Source: an optimization exercise on an open RTL-to-GDS flow (aim: small area, a short achievable clock period and few clock cycles). Production flows keep margins and buffers that such runs may drop.
Function was checked by simulation only, so behaviour that the tests miss may differ from the original.
Power is estimated from default activity; no workload was simulated. No driver is modelled on the clock port, so clocking that relies on it looks cheaper here than on a real chip.

### config.mk
export PLATFORM = sky130hd
export DESIGN_NAME = sys_user_stream_top
export DESIGN_NICKNAME = sys_user_stream_top
export VERILOG_FILES = /design/flow/design.v
export SDC_FILE = /design/flow/constraint.sdc
export NUM_CORES = 4
export LEC_CHECK = 0
export CAP_MARGIN = 20
export CORE_MARGIN = 2
export CORE_UTILIZATION = 60
export SETUP_SLACK_MARGIN = 3.1
export SLEW_MARGIN = 20
export TNS_END_PERCENT = 5
### standard.sh
#!/bin/bash
# synth_recipe.tcl (not shown) runs the flow's synth.tcl, then flattens the netlist and writes it again
# the make line also repeats each setting of config.mk as NAME=value (left out here)
make -C /OpenROAD-flow-scripts/flow DESIGN_CONFIG=/design/flow/config.mk WORK_HOME=/design/flow/orfs CLKGATE_MAP_FILE= SYNTH_SCRIPT=/design/flow/synth_recipe.tcl "${@:-finish}"
### flow/run.sh
#!/bin/bash
# Layout flow: the standard ORFS flow (standard.sh), with
#  - port buffers made of buf_2 cells instead of the slow delay-buffer cell
#    buffer_ports picks by default (every port still gets its buffer);
#  - clock tree synthesis without dummy loads and with larger sink clusters.
# Each step's full log is in orfs/logs/; make's own output goes to flow_make.log.
set -euo pipefail
export BUFFER_PORTS_ARGS="-buffer_cell sky130_fd_sc_hd__buf_2"
export CTS_ARGS="-sink_clustering_enable -repair_clock_nets -dont_use_dummy_load -sink_clustering_size 25 -sink_clustering_max_diameter 100"
bash standard.sh finish > flow_make.log 2>&1
### design.v
`default_nettype none
package strm_pkg;
  typedef logic [128-1:0] data_t;
  typedef logic [32-1:0] addr_t;
  typedef logic [32-1:0]  len_t;
  typedef logic [8-1:0]  tag_t;
  typedef logic [$clog2(256):0]                  req_len_t;   
  typedef logic [32-$clog2(16)-1:0]     beat_cnt_t;  
  typedef logic [$clog2(16)-1:0]                chunk_cnt_t;  
  typedef enum logic [2:0] {
    IDLE,
    REQ_A,
    WAIT_A_ACK,
    REQ_B,
    WAIT_B_ACK,
    WAIT_DONE,
    DRAIN
  } seq_state_t;
endpackage
`default_nettype wire
`timescale 1ns/100ps
`default_nettype none
module sys_user_stream_top
(
  input  logic     clk_i,
  input  logic     rst_n,
  input  logic     strm_en_i,
  input  strm_pkg::addr_t    dma_src_addr_i,
  input  strm_pkg::len_t     dma_len_i,
  output logic     dma_done_o,
  input  logic     dma_done_ack_i,
  output logic     dma_rd_req_o,
  output strm_pkg::addr_t    dma_rd_req_addr_o,
  output strm_pkg::req_len_t dma_rd_req_len_o,
  output strm_pkg::tag_t     dma_tag_o,
  input  logic     dma_req_ack_i,
  input  logic     dma_data_valid_i,
  input  strm_pkg::tag_t     dma_tag_i,
  input  strm_pkg::data_t    dma_data_i,
  output logic     stream_valid_o,
  input  logic     stream_ready_i,
  output strm_pkg::data_t    stream_data_o
);
  localparam int NS = 16;         
  localparam logic [NS-1:0] INJ = 16'hC101;     
  logic          act;         
  logic          pend;        
  logic [12:0]   full_left;   
  logic          fl_nz;       
  logic          fl_one;      
  logic [3:0]    tail;        
  logic          tagb;        
  logic [4:0]    len_b;       
  logic [4:0]    out;         
  logic          out0;        
  logic          out1;        
  logic [NS-1:0] th;
  logic [NS-1:0] th_n;
  logic [2:0]    tf;          
  logic [2:0]    tf_n;
  strm_pkg::data_t stg [NS];
  logic [NS-1:0] v;           
  logic [NS-1:0] full_up;     
  logic [NS-1:0] low_empty;   
  logic [NS-1:0] le_n;
  logic          start;
  logic          acc;
  logic          hit;
  logic          take;
  logic [4:0]    nlen;
  logic          fl_nz_n;
  logic          present;
  logic          out_free;
  logic          arm;
  logic [3:0]    tail_n;
  assign start    = strm_en_i && !act && !dma_done_o;
  assign acc      = dma_rd_req_o && dma_req_ack_i;
  assign hit      = dma_data_valid_i && (dma_tag_i[7:2] == '0) && (dma_tag_i[1] != dma_tag_i[0]);
  assign take     = stream_valid_o && stream_ready_i;
  assign out_free = out0 || (out1 && hit);
  assign nlen     = fl_nz ? 5'd16 : {1'b0, tail};
  assign fl_nz_n  = fl_nz && !fl_one;               
  assign dma_rd_req_len_o = {len_b, 4'b0};
  assign dma_tag_o        = {6'b0, tagb, !tagb};
  assign stream_valid_o   = v[NS-1];
  assign stream_data_o    = stg[NS-1];
  function automatic logic [NS-1:0] adv_of(input logic [NS-1:0] vv, input logic [NS-1:0] fu,
                                           input logic r);
    logic [NS-1:0] a;
    for (int i = 0; i < NS-1; i++)
      a[i] = vv[i] && !(fu[i+1] && !r);
    a[NS-1] = vv[NS-1] && r;
    adv_of = a;
  endfunction
  function automatic logic [NS-1:0] sel_of(input logic [NS-1:0] vv, input logic [NS-1:0] le,
                                           input logic [NS-1:0] a);
    logic [NS-1:0] s;
    s = '0;
    for (int i = 0; i < NS; i++)
      if (INJ[i] && le[i] && (!vv[i] || a[i]))
        s = NS'(1) << i;
    sel_of = s;
  endfunction
  function automatic logic [2*NS-1:0] pipe_of(input logic [NS-1:0] vv, input logic [NS-1:0] fu,
                                              input logic [NS-1:0] le, input logic h,
                                              input logic r);
    logic [NS-1:0] a;
    logic [NS-1:0] s;
    logic [NS-1:0] vn;
    logic [NS-1:0] fn;
    a = adv_of(vv, fu, r);
    s = sel_of(vv, le, a);
    for (int i = 0; i < NS; i++)
      vn[i] = (fu[i] && !r) || (h && s[i]) || (i > 0 && a[i > 0 ? i-1 : 0]);
    fn[NS-1] = vn[NS-1];
    for (int i = NS-2; i >= 0; i--)
      fn[i] = vn[i] && fn[i+1];
    pipe_of = {fn, vn};
  endfunction
  logic [NS-1:0] adv0, adv1, sel0, sel1, en;
  logic [2*NS-1:0] pn00, pn01, pn10, pn11, pn;
  always_comb
  begin
    adv0 = adv_of(v, full_up, 1'b0);
    adv1 = adv_of(v, full_up, 1'b1);
    sel0 = sel_of(v, low_empty, adv0);
    sel1 = sel_of(v, low_empty, adv1);
    for (int i = 0; i < NS; i++)
      if (stream_ready_i)
        en[i] = (hit && sel1[i]) || (i > 0 && adv1[i > 0 ? i-1 : 0]);
      else
        en[i] = (hit && sel0[i]) || (i > 0 && adv0[i > 0 ? i-1 : 0]);
    pn00 = pipe_of(v, full_up, low_empty, 1'b0, 1'b0);
    pn01 = pipe_of(v, full_up, low_empty, 1'b0, 1'b1);
    pn10 = pipe_of(v, full_up, low_empty, 1'b1, 1'b0);
    pn11 = pipe_of(v, full_up, low_empty, 1'b1, 1'b1);
    case ({hit, stream_ready_i})
      2'b00:   pn = pn00;
      2'b01:   pn = pn01;
      2'b10:   pn = pn10;
      default: pn = pn11;
    endcase
  end
  always_ff @(posedge clk_i)
  begin
    for (int i = 0; i < NS; i++)
      if (en[i])
        stg[i] <= (i == 0 || (INJ[i] && low_empty[i])) ? dma_data_i : stg[i > 0 ? i-1 : 0];
  end
  always_comb
  begin
    le_n[0] = 1'b1;
    for (int i = 1; i < NS; i++)
      le_n[i] = le_n[i-1] && !pn[i-1];
  end
  always_ff @(posedge clk_i)
  begin
    if (!rst_n)
    begin
      v         <= '0;
      full_up   <= '0;
      low_empty <= '1;
    end
    else
    begin
      v         <= pn[NS-1:0];
      full_up   <= pn[2*NS-1:NS];
      low_empty <= le_n;
    end
  end
  assign arm = pend && !dma_rd_req_o;
  always_comb
  begin
    if (fl_nz)
      present = arm && out0 && !hit && (!th[0] || (take && !th[1]));
    else
      case ({hit, take})
        2'b10:   present = arm && (out0 || out1) && tf[2];
        2'b01:   present = arm && out0 && tf[0];
        2'b11:   present = arm && (out0 || out1) && tf[1];
        default: present = arm && out0 && tf[1];
      endcase
  end
  always_ff @(posedge clk_i)
  begin
    if (!rst_n)
    begin
      act          <= 1'b0;
      pend         <= 1'b0;
      dma_done_o   <= 1'b0;
      dma_rd_req_o <= 1'b0;
      out          <= '0;
      out0         <= 1'b1;
      out1         <= 1'b0;
    end
    else
    begin
      if (start)
      begin
        dma_rd_req_addr_o <= dma_src_addr_i;
        act               <= (dma_len_i[20:4] != '0);
        pend              <= (dma_len_i[20:4] != '0);
        dma_done_o        <= (dma_len_i[20:4] == '0);   
        tagb              <= 1'b1;                      
        full_left         <= dma_len_i[20:8];
        fl_nz             <= (dma_len_i[20:8] != '0);
        fl_one            <= (dma_len_i[20:8] == 13'd1);
        tail              <= dma_len_i[7:4];
      end
      else if (acc)
        dma_rd_req_addr_o[31:8] <= dma_rd_req_addr_o[31:8] + 24'd1;
      if (present)
      begin
        dma_rd_req_o <= 1'b1;
        tagb         <= !tagb;
        len_b        <= nlen;
        out          <= nlen;
        out0         <= 1'b0;
        out1         <= (nlen == 5'd1);
        if (fl_nz)
        begin
          full_left <= full_left - 13'd1;
          fl_nz     <= fl_nz_n;
          fl_one    <= (full_left == 13'd2);
          pend      <= fl_nz_n || (tail != '0);
        end
        else
          pend      <= 1'b0;
      end
      else
      begin
        if (acc)
          dma_rd_req_o <= 1'b0;
        if (hit)
        begin
          out  <= out - 5'd1;
          out0 <= out1;
          out1 <= (out == 5'd2);
        end
      end
      if (act && !pend && !dma_rd_req_o && out_free)
      begin
        act        <= 1'b0;
        dma_done_o <= 1'b1;
      end
      if (dma_done_o && !strm_en_i && dma_done_ack_i)
        dma_done_o <= 1'b0;
    end
  end
  function automatic logic [NS-1:0] th_move(input logic [NS-1:0] t, input logic up,
                                            input logic down);
    logic [NS-1:0] r;
    if (up && !down)
      r = {t[NS-2:0], 1'b1};
    else if (down && !up)
      r = {1'b0, t[NS-1:1]};
    else
      r = t;
    th_move = r;
  endfunction
  function automatic logic fits(input logic [NS-1:0] t, input logic [3:0] tl, input int d);
    logic f;
    f = 1'b0;
    for (int tv = 0; tv < 16; tv++)
      if (tl == 4'(tv))
      begin
        if (16 - tv - d >= NS)
          f = 1'b1;
        else if (16 - tv - d < 0)
          f = 1'b0;
        else
          f = !t[16 - tv - d];
      end
    fits = f;
  endfunction
  logic [NS-1:0] th00, th01, th10;
  logic [2:0]    tf00, tf01, tf10;
  assign tail_n = start ? dma_len_i[7:4] : tail;
  always_comb
  begin
    th00 = th;
    th01 = th_move(th, 1'b0, 1'b1);
    th10 = th_move(th, 1'b1, 1'b0);
    for (int k = 0; k < 3; k++)
    begin
      tf00[k] = fits(th00, tail_n, k - 1);
      tf01[k] = fits(th01, tail_n, k - 1);
      tf10[k] = fits(th10, tail_n, k - 1);
    end
    case ({hit, take})
      2'b01:
      begin
        th_n = th01;
        tf_n = tf01;
      end
      2'b10:
      begin
        th_n = th10;
        tf_n = tf10;
      end
      default:
      begin
        th_n = th00;
        tf_n = tf00;
      end
    endcase
  end
  always_ff @(posedge clk_i)
  begin
    if (!rst_n)
    begin
      th <= '0;
      tf <= '0;
    end
    else
    begin
      th <= th_n;
      tf <= tf_n;
    end
  end
endmodule
`default_nettype wire
### constraint.sdc
create_clock -name core_clock -period 5.5 [get_ports {clk_i}]
set_input_delay 1.1000 -clock core_clock [delete_from_list [all_inputs] [get_ports {clk_i}]]
set_output_delay 1.1000 -clock core_clock [all_outputs]
set_load 0.01 [all_outputs]
==> results of run 1 <==
-- layout make-up --
class                   instances  area (um^2)  share of cell area, %
inverters                      32          139                  0.170
repair inverters                1         8.76                 0.0107
well taps                    1625         2030                   2.48
multi-input cells            1081         9170                   11.2
clock buffers                  97         2430                   2.96
diodes                          1         2.50                0.00305
repair buffers                505         3620                   4.42
flip-flops and latches       2169        64500                   78.8
-- final timing paths --
kind | start | to | slack (ns) | cells after the start
max | dma_tag_i[5] | out[0] | 2.60 | 12
min | stg[9][16] | stg[10][16] | 0.38 | 0
max reg2reg | full_up[10] | full_up[0] | 2.75 | 7
min reg2reg | stg[9][16] | stg[10][16] | 0.38 | 0
-- timing repair --
action	CTS	global route
buffers inserted	60	20
setup endpoints to repair	2356	1616
hold endpoints to repair	0	0
cloned	9	2
resized for setup	80	41
pin swaps	19	10
-- metal layers --
layer | vias up | wire (um)
met1 | 17700 | 68700
met2 | 1240 | 73200
met5 | - | 27
met3 | 160 | 8630
met4 | 4 | 2640
li1 | 14200 | -
-- flip-flops by register name, indices dropped and copies added (netlist names), 3 cells and up --
signal             cells
tf                     3
v                     15
low_empty              3
dma_rd_req_addr_o     32
full_up               16
stg                 2048
tail                   4
full_left             13
out                    5
len_b                  5
th                    16
-- cell usage after synthesis, drive strengths merged, types with 22 or more instances --
library cell,n
o21ai,66
mux2,394
dfxtp,64
edfxtp,2105
nand2,81
nor3,22
buf,30
a21oi,77
nor2,112
mux2i,23
clkbuf,87
inv,31
-- metrics by stage --
| step | instance area [um^2] | setup WS [ns] | util [%] | total power [mW] | hold WS (ns) |
|---|---|---|---|---|---|
| after global placement | 78000 | 1.22 | 64.0 | 19.8 | 0.400 |
| final | 81900 | 2.60 | 67.2 | 27.3 | 0.383 |
| after CTS | 81600 | 2.62 | 66.9 | 27.5 | 0.381 |
| after floorplan | 74000 | 0.907 | - | 19.4 | 0.400 |
| after global routing | 81900 | 2.57 | 67.2 | 28.2 | 0.404 |
| after detailed placement | 78000 | 1.17 | 64.0 | 19.8 | 0.405 |
-- critical path, delay by kind of cell --
kind            cells  cell delay (ns)
simple gates        4             0.70
fa+ha+maj           1             0.24
buf+inv             3             0.41
mux                 2             0.48
compound gates      2             0.55
-- kinds of logic after synthesis --
group	Yosys count	share of synthesized area, %
AOI/OAI and AO/OA	260	2.25
xor gates and xnor gates	29	0.345
adders and majority gates	8	0.136
buffers and inverters	149	0.851
DFF	2169	87.5
muxes	417	6.40
other	1	0.00509
and+or+nand+nor	354	2.47
-- power groups by stage --
stage                     logic [mW]  registers (mW)  clock network (mW)
after global routing            1.43            18.3                8.40
after floorplan                0.688            18.7                   0
after global placement          1.10            18.7                   0
final                           1.32            18.3                7.68
after detailed placement        1.12            18.7                   0
after CTS                       1.27            18.3                7.92
==> flow_summary.toml, run 1 <==
[pwr]
clock_power_share_pct = 28.1
comb_power_share_pct = 4.8
leakagePower_nw = 26.4
p_per_area_mw_per_mm2 = 334
swShare_pct = 19.8
peakVddDrop_mv = 0.305
p_int_mw = 21.9
sequentialPowerShare_pct = 67.1
p_sw_mw = 5.42

[logic_synthesis]
synth_edf_count = 2105
synthCells = 3387
syn_area_per_cell_um2 = 21.8
async_flop_share_pct = 0
synth-main-ff-cell = "edfxtp_1"
syn_area_mm2 = 0.0737
ys_seq_elements = 2169
synth_largest_area_cell = "edfxtp_1"
synth_cell_types = 77
yosys-top-cells-area = "edfxtp_1 (86%), mux2_2 (6.0%), dfxtp_1 (1.7%)"
synth_warnings = 2
synth_top_area_share_pct = 85.8
yosysSeqAreaShare_pct = 87.5

[routing]
antenna_left = 0
drc_errors = 0
drt_iter0_drc = 3662
vias_per_cell = 6.05
dr.pass1.iters = 5
wl_mm = 153
num_vias = 33300
wl_per_cell_um = 27.8

[critical_path]
slowest_stage = "nor4b_4"
crit_chain = "buf_6, nor4b_4, nand3_4, ha_4, mux2_4, nand2_2, mux2_4, buf_6, o41ai_4, buf_6, nor2_1, a211oi_1"
crit_top_cell = "buf_6"
critPathKind = "in -> reg"
crit_required_ns = 6.09
critPathCaptureType = "flop"
start_kind = "input pin"
crit_arrival_ns = 3.49
critPathMaxStageDelay_ns = 0.37
crit_fanout = 6

[cells_and_area]
layout_common_cells = "edfxtp_1 (2105), mux2_2 (388), buf_2 (356)"
fin_nets = 4102
mostFrequentLayoutCell = "edfxtp_1"
layout-drive-gt1-share_pct = 28.2
fillerInstances = 7888
finalNonFillerCells = 5511
syn_to_final_growth_pct = 11.2

[floorplan]
start_util_pct = 60.4
rows = 128
die_w_um = 354
dieArea_mm2 = 0.126
core-area_mm2 = 0.122
ios = 387
die_h_um = 354

[timing]
finalClockSkew_ns = 0.0757
finalSetupViolCount = 0
tightest_slew_ns = 1.01
finalCritPeriodShare_pct = 52.8
slew_headroom_pct = 32.7
slew_violations = 0
fin_setup_tns_ns = 0
fmax_mhz = 345
finalCriticalPeriod_ns = 2.90
finalHoldViolCount = 0
rsz0062_at_grt = "yes"

[clock_tree]
clk_pin_slew_ns = 0.10
htreeDepth = 3
cts_hold_buf = 0
root_buffer = "clkbuf_16"
cts_max_path_buffers = 3
worstSkewPairLatency_ns = 0.72
cts_buffers = 97
cts_tree = "done"
cts.sinks = 2169

[run_status]
outcome = "timing/DRC/antenna clean"

[grt]
grt-busiest-layer = "met2"
use_met3_pct = 3.07
antenna_found_initial = 7
grt_max_degree = 129
grtUsageMet2_pct = 39.0
gr-usage-met1_pct = 36.2
track_usage_pct = 24.1
grt-ovfl-total = 0
grt_pass1_vias = 33500
grt_pass1_wl_mm = 222

[place]
dp_hpwl_mm = 81.4
portBuffers = 361
place_inst = 5322
gp_congestion = 0.890

[worst_hold_path]
hp-class = "reg -> reg"

[run]
drv_cap = 0
Testbench counts, summed over its fixed seeds: cycles 32,940.
==> run 2: changes to the inputs <==
--- a/flow/run.sh
+++ b/flow/run.sh
@@ -8,3 +8,3 @@
 export BUFFER_PORTS_ARGS="-buffer_cell sky130_fd_sc_hd__buf_2"
-export CTS_ARGS="-sink_clustering_enable -repair_clock_nets -dont_use_dummy_load -sink_clustering_size 25 -sink_clustering_max_diameter 100"
+export CTS_ARGS="-sink_clustering_enable -repair_clock_nets -dont_use_dummy_load -sink_clustering_size 30 -sink_clustering_max_diameter 100"
 bash standard.sh finish > flow_make.log 2>&1
--- a/config.mk
+++ b/config.mk
@@ -9,3 +9,3 @@
 export CORE_MARGIN = 2
-export CORE_UTILIZATION = 60
+export CORE_UTILIZATION = 56
 export SETUP_SLACK_MARGIN = 3.1
==> run 2 against run 1 <==
  * Largest cell class unchanged
  * Clock-buffer cell count shrank 14
  * Clock skew shrank 0.017 ns
  * Sequential share of layout area grew 0.56 points
  * Utilization shrank 5.1 points
  * First-iteration DRC count shrank 5.9%
  * Clock power shrank 6.0%
  * Highest routed layer unchanged
==> flow_summary.toml, run 2 <==
[critical_path]
crit_fanout = 5
critPathCaptureType = "flop"
critPathKind = "in -> reg"
crit_required_ns = 5.88
crit_arrival_ns = 3.23
start_kind = "input pin"

[logic_synthesis]
synth_cell_types = 77
ys_top_cells_by_count = "edfxtp_1 (2105), mux2_2 (391), nor2_1 (112), clkbuf_1 (87), nand2_1 (81)"
synth_warnings = 2
synth_edf_count = 2105
yosys.cell_count.top_type = "edfxtp_1"
synth_largest_area_cell = "edfxtp_1"
synth-main-ff-cell = "edfxtp_1"
synthCells = 3387
synth_top_area_share_pct = 85.8
yosysSeqAreaShare_pct = 87.5
syn_area_mm2 = 0.0737
async_flop_share_pct = 0
yosys-top-cells-area = "edfxtp_1 (86%), mux2_2 (6.0%), dfxtp_1 (1.7%)"
ys_seq_elements = 2169
syn_area_per_cell_um2 = 21.8

[worst_hold_path]
hp-class = "reg -> reg"

[clock_tree]
cts_hold_buf = 0
cts_buffers = 83
cts_tree = "done"
htreeDepth = 3
cts.sinks = 2169
cts_max_path_buffers = 3
clk_pin_slew_ns = 0.11
root_buffer = "clkbuf_16"
worstSkewPairLatency_ns = 0.71

[cells_and_area]
syn_to_final_growth_pct = 10.4
top_register = "stg"
layout-drive-gt1-share_pct = 27.0
multiInputGateArea_mm2 = 0.00912
fin_nets = 4053
final_area_mm2 = 0.0813
layout_common_cells = "edfxtp_1 (2105), mux2_2 (388), buf_2 (355)"
biggestRegsByFlops = "stg (2048), dma_rd_req_addr_o (32)"
register_area_mm2 = 0.0645
mostFrequentLayoutCell = "edfxtp_1"
fillerInstances = 9217
largest_reg_flops = 2048

[routing]
drc_errors = 0
antenna_left = 0
wl_per_cell_um = 27.1
dr.pass1.iters = 7
drt_iter0_drc = 3446
num_vias = 33000
vias_per_cell = 5.89
wl_mm = 152

[timing]
fmax_mhz = 351
finalHoldViolCount = 0
tightest_slew_ns = 0.997
slew_violations = 0
fin_setup_tns_ns = 0
finalClockSkew_ns = 0.0590
finalCriticalPeriod_ns = 2.85
rsz0062_at_grt = "yes"
slew_headroom_pct = 33.5
finalCritPeriodShare_pct = 51.8
finalSetupViolCount = 0
hold_slack_ns = 0.385

[pwr]
p_per_area_mw_per_mm2 = 330
peakVddDrop_mv = 0.245
leakagePower_nw = 26.1

[floorplan]
start_util_pct = 56.3
die_h_um = 367
die_w_um = 367
ios = 387
core-area_mm2 = 0.131
dieArea_mm2 = 0.134
rows = 133

[place]
gp_congestion = 0.865
placed_area_mm2 = 0.0782
portBuffers = 361
dp_hpwl_mm = 79.8

[run_status]
outcome = "timing/DRC/antenna clean"

[grt]
grt_pass1_vias = 33200
grt-ovfl-total = 0
use_met3_pct = 2.63
grtUsageMet2_pct = 35.4
track_usage_pct = 22.1
grt_pass1_wl_mm = 221
gr-usage-met1_pct = 33.7
grt_max_degree = 129
grt-busiest-layer = "met2"
antenna_found_initial = 3

[run]
drv_cap = 0
[run 2: critical path, stage by stage]
cell and delay, ns:
buf_2 0.10, xor2_1 0.34, nand3_4 0.23, ha_4 0.23, mux2_4 0.19, nand2_1 0.05
mux2_4 0.29, or4_4 0.48, a21oi_4 0.22
[run 2: cell type report]
cell class / count / share of cell area [%]
clock buffers: 83 / 2.55
flip-flops and latches: 2169 / 79.3
multi-input cells: 1079 / 11.2
inverters: 32 / 0.166
diodes: 2 / 0.00615
repair inverters: 1 / 0.0108
repair buffers: 472 / 4.04
well taps: 1755 / 2.70
[run 2: path summary, 6_finish.rpt]
| check | start | to | slack, ns | depth (start not counted) |
|---|---|---|---|---|
| worst max-delay path | dma_tag_i[0] | len_b[4] | 2.65 | 9 |
| worst min-delay path | stg[11][89] | stg[12][89] | 0.39 | 0 |
| worst max register to register | dma_done_o | tf[2] | 2.83 | 9 |
| worst min register to register | stg[11][89] | stg[12][89] | 0.39 | 0 |
[run 2: routing by layer]
layer | up-vias | part of all wire (%)
met5 | - | 0.0086
met4 | 2 | 1.6
li1 | 14100 | -
met2 | 1108 | 47
met1 | 17600 | 46
met3 | 147 | 5.6
[run 2: repair_timing]
action	in CTS	in global routing
setup endpoints to repair	2002	2137
gates cloned	4	3
pin swaps	21	8
buffers inserted	32	21
resized for setup	42	42
[run 2: kinds of logic (layout without fill, tap and decap cells)]
group                    Yosys count  in the layout  synth area share [%]
AO/OA/AOI/OAI                    260            261                  2.25
XOR/XNOR                          29             29                 0.345
adder cells (fa/ha/maj)            8              8                 0.136
buffers and inverters            149            588                 0.851
flip-flops                      2169           2169                  87.5
multiplexers                     417            417                  6.40
other                              1             12               0.00509
AND/OR/NAND/NOR                  354            354                  2.47
[run 2: through the flow]
step / util [%] / total power, mW / cells / worst slack, ns
after floorplan: - / 19.4 / 3396 / 0.907
after global placement: 59.6 / 19.8 / 5447 / 1.34
after detailed placement: 59.7 / 19.8 / 5448 / 1.26
after CTS: 61.8 / 27.0 / 5567 / 2.62
after global routing: 62.1 / 27.7 / 5591 / 2.61
final: 62.1 / 26.8 / 5593 / 2.65
[run 2: power by group]
group	total, mW	leakage, nW	internal, mW	switching [mW]
logic	1.30	5.45	0.557	0.743
registers	18.3	19.6	18.2	0.145
clock network	7.22	1.02	2.73	4.48
==> run 3: changes to the inputs <==
--- a/design.v
+++ b/design.v
@@ -197,2 +197,5 @@
     begin
+      if (!dma_rd_req_o)
+        len_b <= nlen;
+      dma_rd_req_o <= present || (dma_rd_req_o && !acc);
       if (start)
@@ -203,3 +206,3 @@
         dma_done_o        <= (dma_len_i[20:4] == '0);   
-        tagb              <= 1'b1;                      
+        tagb              <= 1'b0;                      
         full_left         <= dma_len_i[20:8];
@@ -210,11 +213,5 @@
       else if (acc)
-        dma_rd_req_addr_o[31:8] <= dma_rd_req_addr_o[31:8] + 24'd1;
-      if (present)
       begin
-        dma_rd_req_o <= 1'b1;
-        tagb         <= !tagb;
-        len_b        <= nlen;
-        out          <= nlen;
-        out0         <= 1'b0;
-        out1         <= (nlen == 5'd1);
+        dma_rd_req_addr_o[31:8] <= dma_rd_req_addr_o[31:8] + 24'd1;
+        tagb <= !tagb;
         if (fl_nz)
@@ -229,12 +226,13 @@
       end
-      else
+      if (acc)
       begin
-        if (acc)
-          dma_rd_req_o <= 1'b0;
-        if (hit)
-        begin
-          out  <= out - 5'd1;
-          out0 <= out1;
-          out1 <= (out == 5'd2);
-        end
+        out  <= len_b;
+        out0 <= 1'b0;
+        out1 <= (len_b == 5'd1);
+      end
+      else if (hit)
+      begin
+        out  <= out - 5'd1;
+        out0 <= out1;
+        out1 <= (out == 5'd2);
       end
--- a/config.mk
+++ b/config.mk
@@ -9,4 +9,4 @@
 export CORE_MARGIN = 2
-export CORE_UTILIZATION = 56
-export SETUP_SLACK_MARGIN = 3.1
+export CORE_UTILIZATION = 55
+export SETUP_SLACK_MARGIN = 3.0
 export SLEW_MARGIN = 20
==> run 3 against run 2 <==
  * Still clean on timing, DRC and antenna
  * Worst setup slack improved by 0.17 ns
  * First-iteration DRC count fell by 10%
  * Synthesized cell count is 1.1% lower
  * Synthesized area is 0.44% lower
  * Critical path depth is 5 higher
  * Die area rose by 1.4%
==> flow_summary.toml, run 3 <==
[routing]
antenna_left = 0
wl_per_cell_um = 26.7
drc_errors = 0
wl_mm = 149
dr.pass1.iters = 7
vias_per_cell = 5.79
drt_iter0_drc = 3087
num_vias = 32300

[logic_synthesis]
yosys-top-cells-area = "edfxtp_1 (86%), mux2_2 (6.0%), dfxtp_1 (1.7%)"
ys_top_cells_by_count = "edfxtp_1 (2105), mux2_2 (389), nand2_1 (112), nor2_1 (86), clkbuf_1 (78)"
synth_top_area_share_pct = 86.2
yosysSeqAreaShare_pct = 87.9
syn_area_per_cell_um2 = 21.9
synth_edf_count = 2105
synth-main-ff-cell = "edfxtp_1"
synth_largest_area_cell = "edfxtp_1"
syn_area_mm2 = 0.0733
synthCells = 3350
yosys.cell_count.top_type = "edfxtp_1"
async_flop_share_pct = 0
synth_warnings = 2
ys_seq_elements = 2169
synth_cell_types = 73

[floorplan]
rows = 133
die_h_um = 369
start_util_pct = 55.6
core-area_mm2 = 0.132
die_w_um = 369
dieArea_mm2 = 0.136
ios = 387

[critical_path]
crit_fanout = 6
r2r_slack_ns = 2.91
r2r_start = "dma_done_o"
start_kind = "input pin"
r2r_end = "tf[1]"
critPathCaptureType = "flop"
crit_chain = "buf_6, nor4b_4, nand3_2, buf_12, inv_16, buf_12, buf_8, nor2_4, o21ai_2, o21a_4, buf_12, buf_12, buf_12, clkbuf_16"
worstRegToRegCells = 8
critPathMaxStageDelay_ns = 0.31
crit_path_end = "stg[8][40]"
startpoint = "dma_tag_i[7]"
crit_required_ns = 5.92
critPathKind = "in -> reg"
crit_top_cell = "buf_12"
slowest_stage = "nor4b_4"
crit_arrival_ns = 3.10

[clock_tree]
clk_pin_slew_ns = 0.10
htreeDepth = 3
cts_hold_buf = 0
cts_tree = "done"
cts.sinks = 2169
cts_max_path_buffers = 3
cts_buffers = 83
root_buffer = "clkbuf_16"
worstSkewPairLatency_ns = 0.71

[place]
place_inst = 5423
pre_cts_ws_ns = 1.31
gp_congestion = 0.867
placed_area_mm2 = 0.0779
portBuffers = 361
dp_hpwl_mm = 79.7

[run]
drv_cap = 0

[grt]
grt_pass1_vias = 32700
grt-ovfl-total = 0
grt_pass1_wl_mm = 215
grt_max_degree = 124
track_usage_pct = 21.4
antenna_found_initial = 11

[timing]
slew_violations = 0
finalHoldViolCount = 0
finalCriticalPeriod_ns = 2.68
finalSetupViolCount = 0
finalClockSkew_ns = 0.0522
tightest_slew_ns = 1.01
hold_slack_ns = 0.392
rsz0062_at_grt = "yes"
fmax_mhz = 373
slew_headroom_pct = 32.7
finalCritPeriodShare_pct = 48.7
setup_slack_ns = 2.82
fin_setup_tns_ns = 0

[run_status]
outcome = "timing/DRC/antenna clean"

[cells_and_area]
mostFrequentLayoutCell = "edfxtp_1"
final_util_pct = 61.6
largest_reg_flops = 2048
final_area_mm2 = 0.0814
layout_common_cells = "edfxtp_1 (2105), mux2_2 (388), buf_2 (357)"
layout-drive-gt1-share_pct = 26.8
top_register = "stg"
finalNonFillerCells = 5574
biggestRegsByFlops = "stg (2048), dma_rd_req_addr_o (32)"
fin_nets = 4033
fillerInstances = 9156
syn_to_final_growth_pct = 10.9

[pwr]
finalPower_mw = 26.5
peakVddDrop_mv = 0.245
p_per_area_mw_per_mm2 = 326
leakagePower_nw = 26.0

[worst_hold_path]
hp-class = "reg -> reg"
min_delay_path_depth = 0
run 3: cell families (layout without fill, tap and decap cells):
kind of cell | after synthesis | after routing | share of synthesized area, %
multiplexers | 404 | 404 | 6.22
flip-flops | 2169 | 2169 | 87.9
XOR/XNOR | 37 | 37 | 0.442
adder cells (fa/ha/maj) | 8 | 8 | 0.136
AO/OA/AOI/OAI | 251 | 252 | 2.16
AND/OR/NAND/NOR | 342 | 343 | 2.30
other | 1 | 13 | 0.00511
buffers and inverters | 138 | 593 | 0.803
run 3: where the power goes:
group / switching, mW / internal [mW] / leakage [nW]
combinational: 0.591 / 0.459 / 5.40
clock: 4.48 / 2.73 / 1.02
sequential: 0.115 / 18.1 / 19.6
total: 5.18 / 21.3 / 26.0
run 3: what timing repair did:
item,4_1_cts,5_1_grt
endpoints found under the setup margin,1162,902
pin swaps,8,10
setup buffers,36,13
resized for setup,56,34
hold endpoints to repair,0,0
cloned,12,4
run 3: layout make-up:
type | instances | area, um^2 | share of cell area [%]
Sequential cell | 2169 | 64500 | 79.3
Multi-Input combinational cell | 1054 | 8780 | 10.8
Timing Repair Buffer | 480 | 3650 | 4.49
Tap cell | 1755 | 2200 | 2.70
Clock buffer | 83 | 2080 | 2.55
Inverter | 30 | 136 | 0.168
Antenna cell | 3 | 7.51 | 0.00923
run 3: metal layers:
layer / up-vias / share of wire (%) / GRT usage (%)
met5: - / 0.017 / 0
met4: 4 / 1.8 / 4.09
met3: 148 / 5.5 / 2.96
met2: 1045 / 47 / 34.1
met1: 17100 / 45 / 32.1
li1: 14000 / - / -
run 3: worst min-delay path by stage:
| stage | start | endpoint | slack, ns |
|---|---|---|---|
| CTS | stg[10][26] | stg[11][26] | 0.39 |
| global placement | stg[5][94] | stg[6][94] | 0.40 |
| finish | stg[10][26] | stg[11][26] | 0.39 |
| global route | stg[8][19] | stg[9][19] | 0.39 |
| floorplan | stg[9][0] | stg[10][0] | 0.40 |
| detailed placement | stg[9][101] | stg[10][101] | 0.40 |
run 3: critical path: cells and delay by family:
| family | cells | cell delay, ns |
|---|---|---|
| buffers and inverters | 9 | 1.08 |
| AND/OR/NAND/NOR | 3 | 0.50 |
| AO/OA/AOI/OAI | 2 | 0.40 |
Testbench counts of run 3, summed over its fixed seeds: cycles 32,940.
==> run 4: changes to the inputs <==
--- a/design.v
+++ b/design.v
@@ -74,3 +74,2 @@
   logic          arm;
-  logic [3:0]    tail_n;
   assign start    = strm_en_i && !act && !dma_done_o;
@@ -129,5 +128,5 @@
       if (stream_ready_i)
-        en[i] = (hit && sel1[i]) || (i > 0 && adv1[i > 0 ? i-1 : 0]);
+        en[i] = sel1[i] || (i > 0 && adv1[i > 0 ? i-1 : 0]);
       else
-        en[i] = (hit && sel0[i]) || (i > 0 && adv0[i > 0 ? i-1 : 0]);
+        en[i] = sel0[i] || (i > 0 && adv0[i > 0 ? i-1 : 0]);
     pn00 = pipe_of(v, full_up, low_empty, 1'b0, 1'b0);
@@ -274,2 +273,3 @@
   logic [NS-1:0] th00, th01, th10;
+  logic [3:0]    tail_n;
   logic [2:0]    tf00, tf01, tf10;
==> run 4 against run 3 <==
  * Critical path depth decreased by 13
  * Routed wire length grew 0.15%
  * Cell count decreased by 0.14%
  * Die area barely moved
  * Synthesized cell count about the same
  * Combinational power decreased by 14%
  * Register-to-register slack gained 0.12 ns
  * Clock-buffer cell count did not move
  * Non-clock buffer count decreased by 17
  * Flip-flop and latch count is the same
  * Via count is 0.76% higher
  * Highest routed layer is now met4
  * Worst setup slack improved by 0.15 ns
  * Critical path type is now reg -> out
==> flow_summary.toml, run 4 <==
[critical_path]
critPathCaptureType = "primary output"
crit_required_ns = 4.40
critPathTopFamily = "flip-flops"
path_buf_inv = 1
critPathKind = "reg -> out"
critPathMaxStageDelay_ns = 0.56
slowest_stage = "dfxtp_1"
start_kind = "flop"
crit_chain = "buf_2"
crit_fanout = 8
crit_arrival_ns = 1.43

[pwr]
p_per_area_mw_per_mm2 = 325
p_sw_mw = 5.09
finalPower_mw = 26.3
leakagePower_nw = 25.9
p_int_mw = 21.2
clock_power_share_pct = 27.4
peakVddDrop_mv = 0.257
comb_power_share_pct = 3.4
swShare_pct = 19.4
sequentialPowerShare_pct = 69.1

[timing]
finalCriticalPeriod_ns = 2.53
slew_violations = 0
tightest_slew_ns = 1.01
fin_setup_tns_ns = 0
finalHoldViolCount = 0
finalCritPeriodShare_pct = 46.0
finalSetupViolCount = 0
slew_headroom_pct = 33.0
rsz0062_at_grt = "yes"
setup_slack_ns = 2.97
finalClockSkew_ns = 0.0687
fmax_mhz = 395

[routing]
dr.pass1.iters = 5
wl_per_cell_um = 26.8
vias_per_cell = 5.85
drt_iter0_drc = 3272
antenna_left = 0
wl_mm = 149
num_vias = 32500
drc_errors = 0

[logic_synthesis]
syn_area_mm2 = 0.0734
yosys.cell_count.top_type = "edfxtp_1"
yosys-top-cells-area = "edfxtp_1 (86%), mux2_2 (6.0%), dfxtp_1 (1.7%)"
syn_area_per_cell_um2 = 21.9
ys_top_cells_by_count = "edfxtp_1 (2105), mux2_2 (392), nand2_1 (96), nor2_1 (92), clkbuf_1 (85)"
synth_warnings = 2
synth-main-ff-cell = "edfxtp_1"
synth_cell_types = 75
synth_largest_area_cell = "edfxtp_1"
synth_top_area_share_pct = 86.1
synthCells = 3349
synth_edf_count = 2105
ys_seq_elements = 2169
yosysSeqAreaShare_pct = 87.9
async_flop_share_pct = 0

[clock_tree]
cts_buffers = 83
clk_pin_slew_ns = 0.12
root_buffer = "clkbuf_16"
cts.sinks = 2169
htreeDepth = 3
worstSkewPairLatency_ns = 0.72
cts_tree = "done"
cts_max_path_buffers = 3

[place]
pre_cts_ws_ns = 1.37
portBuffers = 361
gp_congestion = 0.805
dp_hpwl_mm = 80.3

[cells_and_area]
top_register = "stg"
fillerInstances = 9375
layout_common_cells = "edfxtp_1 (2105), mux2_2 (389), buf_2 (360)"
layout-drive-gt1-share_pct = 26.9
fin_nets = 4011
final_util_pct = 60.8
biggestRegsByFlops = "stg (2048), dma_rd_req_addr_o (32)"
syn_to_final_growth_pct = 10.1
largest_reg_flops = 2048
mostFrequentLayoutCell = "edfxtp_1"

[floorplan]
ios = 387
rows = 134
die_h_um = 369
start_util_pct = 55.2
dieArea_mm2 = 0.136
core-area_mm2 = 0.133
die_w_um = 369

[run]
drv_cap = 0

[grt]
grt_pass1_wl_mm = 216
grt-ovfl-total = 0
grt_pass1_vias = 32200
track_usage_pct = 21.6
grt_max_degree = 106
antenna_found_initial = 11

[worst_hold_path]
hp-class = "reg -> reg"

[run_status]
outcome = "timing/DRC/antenna clean"
==> run 4: area by class of cell <==
class | count | area, um^2 | share of cell area, %
Antenna cell | 4 | 10.0 | 0.0124
Inverter | 29 | 139 | 0.172
Sequential cell | 2169 | 64500 | 79.8
Tap cell | 1768 | 2210 | 2.74
Clock buffer | 83 | 2080 | 2.57
Timing Repair Buffer | 463 | 3010 | 3.73
Multi-Input combinational cell | 1050 | 8900 | 11.0
==> run 4: path summary, 6_finish.rpt <==
check        startpoint    endpoint  slack [ns]  cells past startpoint
max          dma_done_o  dma_done_o        2.97                      1
min          stg[2][70]  stg[3][70]        0.41                      0
max reg2reg     tail[0]       tf[0]        3.03                      6
min reg2reg  stg[2][70]  stg[3][70]        0.41                      0
==> run 4: per-layer routing <==
metal  vias up  share of wire [%]  track usage [%]
met1     17400                 46             32.8
met3       149                5.2             2.61
met5         -                  0                0
li1      14000                  -                -
met4         0                1.5             4.42
met2      1024                 47             34.4
==> run 4: worst reg2reg max path, stage by stage (launching register included) <==
cell and delay, ns:
edfxtp_1 0.59, mux2_2 0.40, a2111oi_0 0.79, nor4_2 0.14, nand2_1 0.11, nand3_1 0.10, a311oi_2 0.30
==> run 4: cells by family (layout without fill, tap and decap cells) <==
family,count (synthesis),in the layout,synth area share [%]
AO/OA/AOI/OAI,231,231,2.00
XOR/XNOR,37,37,0.441
adder cells (fa/ha/maj),8,8,0.136
buffers and inverters,142,575,0.805
flip-flops,2169,2169,87.9
multiplexers,417,417,6.39
other,1,14,0.00511
AND/OR/NAND/NOR,344,347,2.36
==> run 4: power by group through the flow <==
stage                     combinational [mW]  sequential (mW)  clock [mW]
final                                  0.903             18.2        7.21
after global routing                   0.980             18.2        7.98
after CTS                              0.844             18.2        7.48
after detailed placement               0.807             18.6           0
after global placement                 0.789             18.5           0
after floorplan                        0.435             18.6           0
==> run 4: stage by stage <==
step,hold slack [ns],area (um^2),cells
final,0.407,80900,5566
after global routing,0.408,80900,5564
after CTS,0.396,80400,5528
after detailed placement,0.405,77900,5429
after floorplan,0.400,73700,3358
after global placement,0.400,77800,5428
==> run 4: timing repair <==
item | in CTS | in global routing
resized for setup | 35 | 43
hold buffers | 0 | 0
endpoints found under the setup margin | 1130 | 377
gates cloned | 5 | 0
buffers inserted | 11 | 34
pin swaps | 5 | 15
Testbench counts of run 4, summed over its fixed seeds: cycles 32,940.
==> run 5: changes to the inputs <==
--- a/config.mk
+++ b/config.mk
@@ -9,3 +9,3 @@
 export CORE_MARGIN = 2
-export CORE_UTILIZATION = 55
+export CORE_UTILIZATION = 50
 export SETUP_SLACK_MARGIN = 3.0
==> run 5 against run 4 <==
  * Non-clock buffer count shrank 21
  * Register-to-register slack gained 0.03 ns
  * Flip-flop and latch count is the same
  * Clock skew grew 0.017 ns
  * Synthesized cell count is the same
  * Routed wire length shrank 5.3%
  * Total power is essentially flat
  * Critical path depth grew 8
  * Hold slack lost 0.00071 ns
  * Clock power grew 0.6%
  * Final area shrank 0.11%
  * Sequential share of layout area grew 0.090 points
==> flow_summary.toml, run 5 <==
[routing]
drt_iter0_drc = 2689
wl_mm = 141
wl_per_cell_um = 24.8
vias_per_cell = 5.52
num_vias = 31400
antenna_left = 0
dr.pass1.iters = 5
drc_errors = 0

[logic_synthesis]
synth_warnings = 2
syn_area_per_cell_um2 = 21.9
yosys-top-cells-area = "edfxtp_1 (86%), mux2_2 (6.0%), dfxtp_1 (1.7%)"
syn_area_mm2 = 0.0734
synth_top_area_share_pct = 86.1
synth-main-ff-cell = "edfxtp_1"
ys_seq_elements = 2169
yosys.cell_count.top_type = "edfxtp_1"
synth_largest_area_cell = "edfxtp_1"
yosysSeqAreaShare_pct = 87.9
synth_cell_types = 75
synthCells = 3349
synth_edf_count = 2105
async_flop_share_pct = 0
ys_top_cells_by_count = "edfxtp_1 (2105), mux2_2 (392), nand2_1 (96), nor2_1 (92), clkbuf_1 (85)"

[cells_and_area]
multiInputGateArea_mm2 = 0.00874
fillerInstances = 11100
biggestRegsByFlops = "stg (2048), dma_rd_req_addr_o (32)"
layout-drive-gt1-share_pct = 26.1
largest_reg_flops = 2048
top_register = "stg"
mostFrequentLayoutCell = "edfxtp_1"
syn_to_final_growth_pct = 10.0
fin_nets = 3988
layout_common_cells = "edfxtp_1 (2105), mux2_2 (390), buf_2 (360)"
register_area_mm2 = 0.0645

[critical_path]
critPathKind = "in -> reg"
crit_required_ns = 6.00
start_kind = "input pin"
crit_fanout = 6
crit_arrival_ns = 3.08
critPathCaptureType = "flop"

[timing]
rsz0062_at_grt = "yes"
fmax_mhz = 387
slew_headroom_pct = 34.3
tightest_slew_ns = 0.986
slew_violations = 0
finalClockSkew_ns = 0.0853
finalCriticalPeriod_ns = 2.58
finalHoldViolCount = 0
setup_slack_ns = 2.92
finalCritPeriodShare_pct = 47.0
finalSetupViolCount = 0
fin_setup_tns_ns = 0

[clock_tree]
cts_max_path_buffers = 3
cts_hold_buf = 0
root_buffer = "clkbuf_16"
cts.sinks = 2169
htreeDepth = 3
clk_pin_slew_ns = 0.10
worstSkewPairLatency_ns = 0.72
cts_tree = "done"
cts_buffers = 83

[place]
gp_congestion = 0.779
portBuffers = 361
dp_hpwl_mm = 77.5
pre_cts_ws_ns = 1.46

[grt]
grt-ovfl-total = 0
grt_pass1_vias = 31000
antenna_found_initial = 9
grt_max_degree = 129
grt_pass1_wl_mm = 206
track_usage_pct = 18.5

[floorplan]
core-area_mm2 = 0.146
rows = 140
ios = 387
start_util_pct = 50.4
die_h_um = 387
die_w_um = 387
dieArea_mm2 = 0.150

[run]
drv_cap = 0

[run_status]
outcome = "timing/DRC/antenna clean"

[pwr]
leakagePower_nw = 25.8
p_per_area_mw_per_mm2 = 326
peakVddDrop_mv = 0.271

[worst_hold_path]
hp-class = "reg -> reg"
-- run 5: cell counts after synthesis --
Identical to the previous run, type by type.
-- run 5: kinds of logic (layout without fill, tap and decap cells) --
| group | Yosys count | count (layout) | share of synthesized area, % |
|---|---|---|---|
| buf+inv | 142 | 554 | 0.805 |
| mux | 417 | 417 | 6.39 |
| flops | 2169 | 2169 | 87.9 |
| simple gates | 344 | 345 | 2.36 |
| xor+xnor | 37 | 37 | 0.441 |
| compound gates | 231 | 231 | 2.00 |
| fa+ha+maj | 8 | 8 | 0.136 |
| other cells | 1 | 12 | 0.00511 |
-- run 5: path summary, 6_finish.rpt --
kind	startpoint	endpoint	slack (ns)	depth (start not counted)
setup / recovery	strm_en_i	tf[2]	2.92	9
hold reg to reg	stg[10][102]	stg[11][102]	0.41	0
hold / removal	stg[10][102]	stg[11][102]	0.41	0
setup reg to reg	act	tf[2]	3.06	8
-- run 5: report_power, final --
part           switching [mW]  total (mW)  internal (mW)
logic                   0.509       0.878          0.369
registers              0.0889        18.2           18.1
clock network            4.52        7.25           2.73
-- run 5: through the flow --
step | utilization, % | hold WS [ns] | power, mW | std cells | instance area [um^2]
after global routing | 55.4 | 0.412 | 27.2 | 5688 | 80800
after global placement | 53.5 | 0.400 | 19.4 | 5570 | 78000
final | 55.4 | 0.407 | 26.3 | 5690 | 80800
after CTS | 55.3 | 0.403 | 26.6 | 5682 | 80700
after floorplan | - | 0.400 | 19.0 | 3358 | 73700
after detailed placement | 53.6 | 0.405 | 19.4 | 5571 | 78100
-- run 5: metal layers --
| layer | share of wire [%] | track usage (%) | vias up |
|---|---|---|---|
| li1 | - | - | 13900 |
| met1 | 46 | 27.4 | 16700 |
| met2 | 48 | 30.2 | 701 |
| met3 | 4.2 | 1.95 | 124 |
| met4 | 1.4 | 3.53 | 0 |
| met5 | 0 | 0 | - |
-- run 5: final cells by class --
cell class                 instances  share of cell area [%]
antenna                            2                 0.00620
clock buffer                      83                    2.57
inverter                          29                   0.172
multi-input combinational       1048                    10.8
sequential                      2169                    79.9
tap                             1917                    2.97
timing repair buffer             442                    3.60
-- run 5: critical path: stages --
cell      delay (ns)
buf_2           0.13
or3b_4          0.45
buf_4           0.16
mux2_4          0.29
o32a_1          0.30
nand3_2         0.12
a21oi_2         0.08
o41ai_2         0.28
o311ai_1        0.16
-- run 5: what timing repair did --
action                                  in CTS  in global routing
gates resized for setup                     35                 12
pin swaps                                    8                  3
gates cloned                                 4                  1
setup buffers                               24                  5
endpoints found under the setup margin    1238                461
==> run 6: changes to the inputs <==
--- a/config.mk
+++ b/config.mk
@@ -9,4 +9,4 @@
 export CORE_MARGIN = 2
-export CORE_UTILIZATION = 50
-export SETUP_SLACK_MARGIN = 3.0
+export CORE_UTILIZATION = 55
+export SETUP_SLACK_MARGIN = 3.2
 export SLEW_MARGIN = 20
==> run 6 against run 5 <==
  * Synthesized cell count unchanged
  * Total power barely moved
  * Clock power down 0.6%
  * Worst setup slack improved by 0.11 ns
  * Critical path depth did not move
  * Via count rose by 3.3%
  * Global-route usage rose by 3.2 points
  * Critical path type unchanged
  * Critical endpoint unchanged
==> flow_summary.toml, run 6 <==
[timing]
finalClockSkew_ns = 0.0697
slew_violations = 0
rsz0062_at_grt = "yes"
fmax_mhz = 404
fin_setup_tns_ns = 0
finalSetupViolCount = 0
finalCritPeriodShare_pct = 45.1
finalHoldViolCount = 0
tightest_slew_ns = 0.920
finalCriticalPeriod_ns = 2.48
slew_headroom_pct = 38.7

[critical_path]
r2r_slack_ns = 3.11
critPathCaptureType = "flop"
worstRegToRegCells = 8
crit_fanout = 6
critPathKind = "in -> reg"
start_kind = "input pin"
crit_arrival_ns = 3.00
path_buf_inv = 2
crit_chain = "buf_8, or3b_4, buf_4, mux2i_4, o22ai_2, nor4_2, nand2_1, a211oi_2, o311ai_1"
critPathMaxStageDelay_ns = 0.41
slowest_stage = "or3b_4"
r2r_start = "act"
crit_cells = 9
r2r_end = "tf[2]"
critPathTopFamily = "simple AND/OR/NAND/NOR gates"
crit_required_ns = 6.02

[clock_tree]
htreeDepth = 3
root_buffer = "clkbuf_16"
cts.sinks = 2169
cts_buffers = 83
clk_pin_slew_ns = 0.11
cts_tree = "done"
worstSkewPairLatency_ns = 0.72
cts_max_path_buffers = 3
cts_hold_buf = 0

[pwr]
p_int_mw = 21.2
sequentialPowerShare_pct = 69.2
p_per_area_mw_per_mm2 = 325
clock_power_share_pct = 27.5
finalPower_mw = 26.3
comb_power_share_pct = 3.4
swShare_pct = 19.4
leakagePower_nw = 25.9
peakVddDrop_mv = 0.256
p_sw_mw = 5.09

[grt]
track_usage_pct = 21.7
grt_max_degree = 106
grt-ovfl-total = 0
grt_pass1_vias = 32300
grt_pass1_wl_mm = 216
antenna_found_initial = 10

[floorplan]
ios = 387
die_w_um = 369
start_util_pct = 55.2
rows = 134
die_h_um = 369
core-area_mm2 = 0.133
dieArea_mm2 = 0.136

[run_status]
outcome = "timing/DRC/antenna clean"

[logic_synthesis]
synth_top_area_share_pct = 86.1
yosysSeqAreaShare_pct = 87.9
syn_area_mm2 = 0.0734
yosys-top-cells-area = "edfxtp_1 (86%), mux2_2 (6.0%), dfxtp_1 (1.7%)"
synthCells = 3349
synth-main-ff-cell = "edfxtp_1"
syn_area_per_cell_um2 = 21.9
synth_edf_count = 2105
synth_warnings = 2
synth_cell_types = 75
synth_largest_area_cell = "edfxtp_1"
yosys.cell_count.top_type = "edfxtp_1"
ys_top_cells_by_count = "edfxtp_1 (2105), mux2_2 (392), nand2_1 (96), nor2_1 (92), clkbuf_1 (85)"
ys_seq_elements = 2169
async_flop_share_pct = 0

[routing]
wl_mm = 149
dr.pass1.iters = 5
num_vias = 32500
drc_errors = 0
drt_iter0_drc = 3195
vias_per_cell = 5.84
antenna_left = 0
wl_per_cell_um = 26.9

[cells_and_area]
layout_common_cells = "edfxtp_1 (2105), mux2_2 (391), buf_2 (357)"
fin_nets = 4003
biggestRegsByFlops = "stg (2048), dma_rd_req_addr_o (32)"
largest_reg_flops = 2048
layout-drive-gt1-share_pct = 26.8
final_area_mm2 = 0.0808
syn_to_final_growth_pct = 10.1
mostFrequentLayoutCell = "edfxtp_1"
top_register = "stg"

[run]
drv_cap = 0

[worst_hold_path]
whs_endpoint = "stg[12][80]"
worstHoldStart = "stg[11][80]"
hp-class = "reg -> reg"
min_delay_path_depth = 0

[place]
gp_congestion = 0.805
dp_hpwl_mm = 80.3
portBuffers = 361
placed_area_mm2 = 0.0779
[run 6: worst max path at each step]
stage	start	end	slack (ns)
final	strm_en_i	tf[2]	3.02
after global routing	dma_tag_i[3]	full_up[5]	2.92
after CTS	stg[15][113]	stream_data_o[113]	2.96
after detailed placement	dma_tag_i[3]	tf[2]	1.37
after global placement	dma_tag_i[3]	tf[2]	1.42
after floorplan	stream_ready_i	stg[14][0]	1.55
[run 6: stage by stage]
stage | hold WS [ns] | setup WS (ns) | std cells | utilization (%)
2_1_floorplan | 0.400 | 1.55 | 3358 | -
3_3_place_gp | 0.400 | 1.42 | 5428 | 58.5
3_5_place_dp | 0.405 | 1.37 | 5429 | 58.6
4_1_cts | 0.396 | 2.96 | 5535 | 60.5
5_1_grt | 0.408 | 2.92 | 5556 | 60.8
6_report | 0.407 | 3.02 | 5558 | 60.8
[run 6: logic make-up after synthesis]
logic type | share of synthesized area, %
buffers and inverters | 0.805
xor gates and xnor gates | 0.441
DFF | 87.9
AOI/OAI and AO/OA | 2.00
other | 0.00511
muxes | 6.39
adders and majority gates | 0.136
and+or+nand+nor | 2.36
[run 6: what timing repair did]
action                                  4_1_cts  5_1_grt
gates cloned                                  5        2
pin swaps                                     9       18
endpoints found under the setup margin     2397     1342
gates resized for setup                      45       40
setup buffers                                18       17
[run 6: cell type report]
class,count,area [um^2]
Antenna cell,4,10.0
Clock buffer,83,2080
Fill cell,9371,52100
Inverter,29,139
Multi-Input combinational cell,1051,8910
Sequential cell,2169,64500
Tap cell,1768,2210
Timing Repair Buffer,454,2970
[run 6: power by group through the flow]
stage	registers [mW]	clock network, mW	logic (mW)
2_1_floorplan	18.6	0	0.435
3_3_place_gp	18.5	0	0.789
3_5_place_dp	18.6	0	0.807
4_1_cts	18.2	7.48	0.848
5_1_grt	18.2	7.98	0.968
6_report	18.2	7.21	0.890
[run 6: worst reg2reg max path, cell delays in order (launching register included)]
cell,delay [ns]
dfxtp_2,0.40
or3b_4,0.45
buf_4,0.16
mux2i_4,0.28
o22ai_2,0.14
nor4_2,0.31
nand2_1,0.15
a211oi_2,0.22
o311ai_1,0.14
[run 6: routing by layer]
layer,track usage (%),part of all wire [%],vias to the layer above
met1,32.8,46,17300
met4,4.40,1.6,0
met3,2.68,5.3,145
met2,34.5,47,1027
met5,0,0,-
li1,-,-,13900
==> run 7: changes to the inputs <==
--- a/config.mk
+++ b/config.mk
@@ -10,3 +10,3 @@
 export CORE_UTILIZATION = 55
-export SETUP_SLACK_MARGIN = 3.2
+export SETUP_SLACK_MARGIN = 3.4
 export SLEW_MARGIN = 20
==> run 7 against run 6 <==
  * Clock skew fell by 0.0037 ns
  * Die area unchanged
  * Largest power group unchanged
  * Critical path type unchanged
  * Critical path depth down 1
  * Via count is 0.40% higher
  * Flip-flop and latch count unchanged
  * Fmax increased by 0.15%
  * Cell count rose by 0.99%
==> flow_summary.toml, run 7 <==
[clock_tree]
htreeDepth = 3
root_buffer = "clkbuf_16"
cts_max_path_buffers = 3
cts_buffers = 83
cts_tree = "done"
worstSkewPairLatency_ns = 0.72
cts.sinks = 2169
cts_hold_buf = 0
clk_pin_slew_ns = 0.11

[logic_synthesis]
async_flop_share_pct = 0
ys_top_cells_by_count = "edfxtp_1 (2105), mux2_2 (392), nand2_1 (96), nor2_1 (92), clkbuf_1 (85)"
syn_area_mm2 = 0.0734
synth_fa_ha_area_share_pct = 0.136
synthCells = 3349
synth_cell_types = 75
synth_xor_area_share_pct = 0.441
yosys-top-cells-area = "edfxtp_1 (86%), mux2_2 (6.0%), dfxtp_1 (1.7%)"
synth_edf_count = 2105
synth_top_family_by_area = "multiplexers"
synth_top_area_share_pct = 86.1
ys_seq_elements = 2169
synth_warnings = 2
yosysSeqAreaShare_pct = 87.9
synth-compound-area-share_pct = 2.00
syn_area_per_cell_um2 = 21.9
synth_largest_area_cell = "edfxtp_1"
synth-main-ff-cell = "edfxtp_1"
synthSimpleGateAreaFrac_pct = 2.36
synthMuxAreaShare_pct = 6.39
yosys.cell_count.top_type = "edfxtp_1"

[critical_path]
critPathCaptureType = "flop"
crit_arrival_ns = 2.99
r2r_slack_ns = 3.11
crit_required_ns = 6.02
critPathKind = "in -> reg"
worstRegToRegCells = 7
r2r_end = "tf[0]"
start_kind = "input pin"
crit_fanout = 9
r2r_start = "act"

[pwr]
leakagePower_nw = 26.2
finalPower_mw = 26.3
peakVddDrop_mv = 0.256
p_per_area_mw_per_mm2 = 323

[timing]
finalCriticalPeriod_ns = 2.47
tightest_slew_ns = 1.00
finalSetupViolCount = 0
slew_violations = 0
finalCritPeriodShare_pct = 45.0
hold_slack_ns = 0.409
rsz0062_at_grt = "yes"
fin_setup_tns_ns = 0
finalHoldViolCount = 0
fmax_mhz = 404
finalClockSkew_ns = 0.0660
slew_headroom_pct = 33.1

[grt]
grt-ovfl-total = 0
grt_pass1_wl_mm = 217
track_usage_pct = 21.7
grt_max_degree = 106
antenna_found_initial = 10
grt_pass1_vias = 32400

[routing]
drt_iter0_drc = 3241
drc_errors = 0
num_vias = 32600
antenna_left = 0
wl_mm = 150
dr.pass1.iters = 8
wl_per_cell_um = 26.7
vias_per_cell = 5.81

[cells_and_area]
top_register = "stg"
fillerInstances = 9323
register_area_mm2 = 0.0645
multiInputGateArea_mm2 = 0.00896
biggestRegsByFlops = "stg (2048), dma_rd_req_addr_o (32)"
largest_reg_flops = 2048
mostFrequentLayoutCell = "edfxtp_1"
layout_common_cells = "edfxtp_1 (2105), mux2_2 (390), buf_2 (353)"
fin_nets = 4058
syn_to_final_growth_pct = 10.8
layout-drive-gt1-share_pct = 28.1

[floorplan]
dieArea_mm2 = 0.136
start_util_pct = 55.2
die_w_um = 369
core-area_mm2 = 0.133
die_h_um = 369
rows = 134
ios = 387

[place]
gp_congestion = 0.805
dp_hpwl_mm = 80.3
portBuffers = 361

[worst_hold_path]
worstHoldStart = "stg[11][80]"
whs_endpoint = "stg[12][80]"
min_delay_path_depth = 0
hp-class = "reg -> reg"

[run_status]
outcome = "timing/DRC/antenna clean"

[run]
drv_cap = 0
[run 7: changes by cell type in the layout (fill, tap and decap cells not counted), moves of 3 or more]
cell     previous run  this run
buf_4              58       111
o21ai_0            68        63
buf_2             357       353
buf_12             21        24
dfxtp_4             3         6
mux2i_2             3         0
o21ai_2             0         3
[run 7: cell type report]
| type | count | share of cell area, % |
|---|---|---|
| flip-flops and latches | 2169 | 79.3 |
| multi-input cells | 1051 | 11.0 |
| repair buffers | 509 | 4.23 |
| well taps | 1768 | 2.72 |
| clock buffers | 83 | 2.55 |
| inverters | 29 | 0.171 |
| diodes | 4 | 0.0123 |
[run 7: power by group]
part / total (mW) / switching [mW] / internal [mW]
Sequential: 18.2 / 0.0873 / 18.1
Clock: 7.22 / 4.48 / 2.73
Combinational: 0.937 / 0.529 / 0.408
Total: 26.3 / 5.10 / 21.2
[run 7: cell families (layout without fill, tap and decap cells)]
logic type / after synthesis / count (layout)
AO/OA/AOI/OAI: 231 / 231
flip-flops: 2169 / 2169
buffers and inverters: 142 / 621
AND/OR/NAND/NOR: 344 / 348
other: 1 / 14
XOR/XNOR: 37 / 37
multiplexers: 417 / 417
adder cells (fa/ha/maj): 8 / 8
[run 7: metal layers]
metal	GRT usage (%)	routed length, um	up-vias
met5	0	0	-
met4	4.43	2410	0
met3	2.70	7730	147
met2	34.6	70700	982
met1	32.9	68800	17400
li1	-	-	14100
[run 7: worst max path at each step]
| stage | start | to | slack, ns |
|---|---|---|---|
| detailed placement | dma_tag_i[3] | tf[2] | 1.37 |
| floorplan | stream_ready_i | stg[14][0] | 1.55 |
| global route | stg[15][78] | stream_data_o[78] | 2.96 |
| global placement | dma_tag_i[3] | tf[2] | 1.42 |
| CTS | stg[15][113] | stream_data_o[113] | 2.96 |
| finish | strm_en_i | tf[0] | 3.03 |
[run 7: metrics by stage]
stage	std cells	instance area (um^2)	util (%)	setup slack, ns
finish	5613	81400	61.2	3.03
global route	5611	81300	61.2	2.96
CTS	5556	80800	60.7	2.96
detailed placement	5429	77900	58.6	1.37
global placement	5428	77800	58.5	1.42
floorplan	3358	73700	-	1.55
[run 7: timing repair]
action,CTS,global route
gates cloned,6,0
pin swaps,19,16
resized for setup,71,45
setup endpoints to repair,2584,900
buffers inserted,38,53
[run 7: worst max-delay path, cell delays in order]
cell,delay [ns]
buf_8,0.09
or3b_4,0.50
mux2_2,0.36
nand2_1,0.07
nor3_1,0.27
o211ai_2,0.19
a211oi_1,0.32
a311oi_2,0.08
==> run 8: changes to the inputs <==
--- a/config.mk
+++ b/config.mk
@@ -9,4 +9,4 @@
 export CORE_MARGIN = 2
-export CORE_UTILIZATION = 55
-export SETUP_SLACK_MARGIN = 3.4
+export CORE_UTILIZATION = 58
+export SETUP_SLACK_MARGIN = 3.2
 export SLEW_MARGIN = 20
==> run 8 against run 7 <==
  * Synthesized cell count unchanged
  * Flip-flop and latch count did not move
  * Global-route usage rose by 0.79 points
  * Routed wire length down 1.3%
  * First-iteration DRC count rose by 6.4%
  * Non-clock buffer count fell by 47
  * Die area decreased by 5.1%
  * Register-to-register slack lost 0.11 ns
  * Clock skew down 0.024 ns
  * Fmax fell by 3.3%
  * Largest cell class unchanged
==> flow_summary.toml, run 8 <==
[cells_and_area]
fin_nets = 4008
top_register = "stg"
biggestRegsByFlops = "stg (2048), dma_rd_req_addr_o (32)"
layout_common_cells = "edfxtp_1 (2105), mux2_2 (391), buf_2 (351)"
mostFrequentLayoutCell = "edfxtp_1"
fillerInstances = 8477
largest_reg_flops = 2048
syn_to_final_growth_pct = 10.0
final_util_pct = 64.3
layout-drive-gt1-share_pct = 26.9

[floorplan]
core-area_mm2 = 0.126
die_w_um = 360
rows = 130
ios = 387
start_util_pct = 58.5
die_h_um = 360
dieArea_mm2 = 0.129

[critical_path]
critPathKind = "in -> reg"
worstRegToRegCells = 8
start_kind = "input pin"
slowest_stage = "or3b_4"
crit_fanout = 5
critPathMaxStageDelay_ns = 0.45
crit_required_ns = 6.02
crit_chain = "buf_8, or3b_4, buf_6, mux2_4, o32a_1, nand3_1, a21oi_1, o41ai_2, o311ai_1"
r2r_start = "act"
r2r_end = "tf[2]"
critPathCaptureType = "flop"
crit_arrival_ns = 3.08
r2r_slack_ns = 3.00

[clock_tree]
cts_hold_buf = 0
worstSkewPairLatency_ns = 0.70
cts_buffers = 82
cts_max_path_buffers = 3
root_buffer = "clkbuf_16"
cts_tree = "done"
htreeDepth = 3
cts.sinks = 2169
clk_pin_slew_ns = 0.11

[logic_synthesis]
yosysSeqAreaShare_pct = 87.9
synth_edf_count = 2105
syn_area_mm2 = 0.0734
synth_warnings = 2
ys_top_cells_by_count = "edfxtp_1 (2105), mux2_2 (392), nand2_1 (96), nor2_1 (92), clkbuf_1 (85)"
synth_cell_types = 75
synthCells = 3349
syn_area_per_cell_um2 = 21.9
synth_largest_area_cell = "edfxtp_1"
ys_seq_elements = 2169
synth_top_area_share_pct = 86.1
async_flop_share_pct = 0
synth-main-ff-cell = "edfxtp_1"
yosys.cell_count.top_type = "edfxtp_1"
yosys-top-cells-area = "edfxtp_1 (86%), mux2_2 (6.0%), dfxtp_1 (1.7%)"

[grt]
grt_pass1_wl_mm = 216
track_usage_pct = 22.5
grt_max_degree = 111
grt_pass1_vias = 32700
grt-ovfl-total = 0
antenna_found_initial = 9

[routing]
met1_length_mm = 67.1
drc_errors = 0
top_layer = "met5"
antenna_left = 0
wl_mm = 148
vias_per_cell = 5.99
wl_per_cell_um = 27.1
met2_length_mm = 70.1
drt_iter0_drc = 3449
num_vias = 32600
route.met3.wl_mm = 8.39
dr.pass1.iters = 5

[place]
gp_congestion = 0.832
dp_hpwl_mm = 77.7
portBuffers = 361

[timing]
finalClockSkew_ns = 0.0422
slew_headroom_pct = 31.4
finalCriticalPeriod_ns = 2.56
finalSetupViolCount = 0
hold_slack_ns = 0.392
finalCritPeriodShare_pct = 46.5
rsz0062_at_grt = "yes"
finalHoldViolCount = 0
fin_setup_tns_ns = 0
fmax_mhz = 391
tightest_slew_ns = 1.03
slew_violations = 0

[pwr]
p_per_area_mw_per_mm2 = 325
finalPower_mw = 26.3
leakagePower_nw = 25.9
peakVddDrop_mv = 0.250

[run]
drv_cap = 0

[worst_hold_path]
hp-class = "reg -> reg"
worstHoldStart = "stg[3][33]"
whs_endpoint = "stg[4][33]"
min_delay_path_depth = 0

[run_status]
outcome = "timing/DRC/antenna clean"
-- run 8: cell type report --
| class | count | area (um^2) | area share [%] |
|---|---|---|---|
| Inverter | 29 | 139 | 0.172 |
| Antenna cell | 4 | 10.0 | 0.0124 |
| Tap cell | 1650 | 2060 | 2.56 |
| Sequential cell | 2169 | 64500 | 79.9 |
| Timing Repair Buffer | 462 | 3110 | 3.86 |
| Multi-Input combinational cell | 1049 | 8870 | 11.0 |
| Clock buffer | 82 | 2050 | 2.54 |
-- run 8: worst max path at each step --
stage	end	start	depth (start not counted)
floorplan	stg[14][0]	stream_ready_i	3
global placement	tf[0]	dma_tag_i[3]	8
detailed placement	tf[2]	dma_tag_i[3]	10
CTS	stream_valid_o	v[15]	1
global route	tf[1]	strm_en_i	8
finish	tf[2]	strm_en_i	9
-- run 8: metal layers --
| layer | vias to the layer above | global-route usage (%) |
|---|---|---|
| li1 | 14000 | - |
| met1 | 17400 | 34.4 |
| met2 | 1033 | 35.9 |
| met3 | 152 | 2.86 |
| met4 | 6 | 4.07 |
| met5 | - | 0 |
-- run 8: kinds of logic after synthesis --
kind of cell / synth area share, %
flip-flops: 87.9
multiplexers: 6.39
AND/OR/NAND/NOR: 2.36
AO/OA/AOI/OAI: 2.00
buffers and inverters: 0.805
XOR/XNOR: 0.441
adder cells (fa/ha/maj): 0.136
other: 0.00511
-- run 8: worst max-delay path: cells and delay by family --
family                 cells  cell delay, ns
buffers and inverters      2            0.24
AND/OR/NAND/NOR            2            0.55
AO/OA/AOI/OAI              4            0.86
multiplexers               1            0.32
-- run 8: where the power goes --
| part | internal [mW] | total [mW] | leakage [nW] | switching [mW] |
|---|---|---|---|---|
| clock | 2.70 | 7.18 | 1.01 | 4.48 |
| combinational | 0.392 | 0.912 | 5.22 | 0.520 |
| sequential | 18.1 | 18.2 | 19.7 | 0.0928 |
-- run 8: per-stage QoR --
| step | instances | cell area [um^2] | setup WS (ns) |
|---|---|---|---|
| after floorplan | 3358 | 73700 | 1.55 |
| after global placement | 5306 | 77700 | 1.51 |
| after detailed placement | 5307 | 77700 | 1.37 |
| after CTS | 5425 | 80400 | 2.89 |
| after global routing | 5441 | 80700 | 2.93 |
| final | 5445 | 80800 | 2.94 |
-- run 8: what timing repair did --
| item | in CTS | in global routing |
|---|---|---|
| resized for setup | 55 | 42 |
| pin swaps | 13 | 9 |
| gates cloned | 3 | 0 |
| setup endpoints to repair | 2295 | 520 |
| setup buffers | 33 | 16 |

==> static timing again, ports no longer ideal <==
No port has a modelled driver above. Below, the same layouts with a new extraction and two added sets of constraints.
Step 1, drivers: a clkbuf_16 drives clk_i and a buf_2 each remaining input, both assumed.
Step 2 times the ports against the registers' clock, not the clock port: input delays grow and output delays shrink by t, the midpoint of the rising clock arrivals with the driver on.
a / b / c = ideal ports / drivers / drivers and shift; a / b = the first two.
| run | shift t [ns] | slack for setup (ns) | worst setup path after step 2 | slew at the worst register clock pin (ns) |
|---|---|---|---|---|
| run 1 | 0.767 | 2.598 / 2.646 / 1.879 | input to register | 0.10 / 0.10 |
| run 2 | 0.762 | 2.648 / 2.711 / 1.950 | input to register | 0.11 / 0.11 |
| run 3 | 0.742 | 2.820 / 2.866 / 2.123 | input to register | 0.11 / 0.11 |
| run 4 | 0.744 | 2.969 / 2.890 / 2.302 | input to register | 0.12 / 0.12 |
| run 5 | 0.761 | 2.915 / 2.895 / 2.209 | input to register | 0.12 / 0.12 |
| run 6 | 0.746 | 3.022 / 2.973 / 2.307 | input to register | 0.12 / 0.12 |
| run 7 | 0.746 | 3.026 / 2.977 / 2.310 | input to register | 0.12 / 0.12 |
| run 8 | 0.758 | 2.943 / 2.924 / 2.200 | input to register | 0.12 / 0.12 |
After both steps setup and hold are still met in every run listed. The setup slack of run 8, which loses most, moves by -0.019 ns with the drivers and by -0.743 ns with both steps.
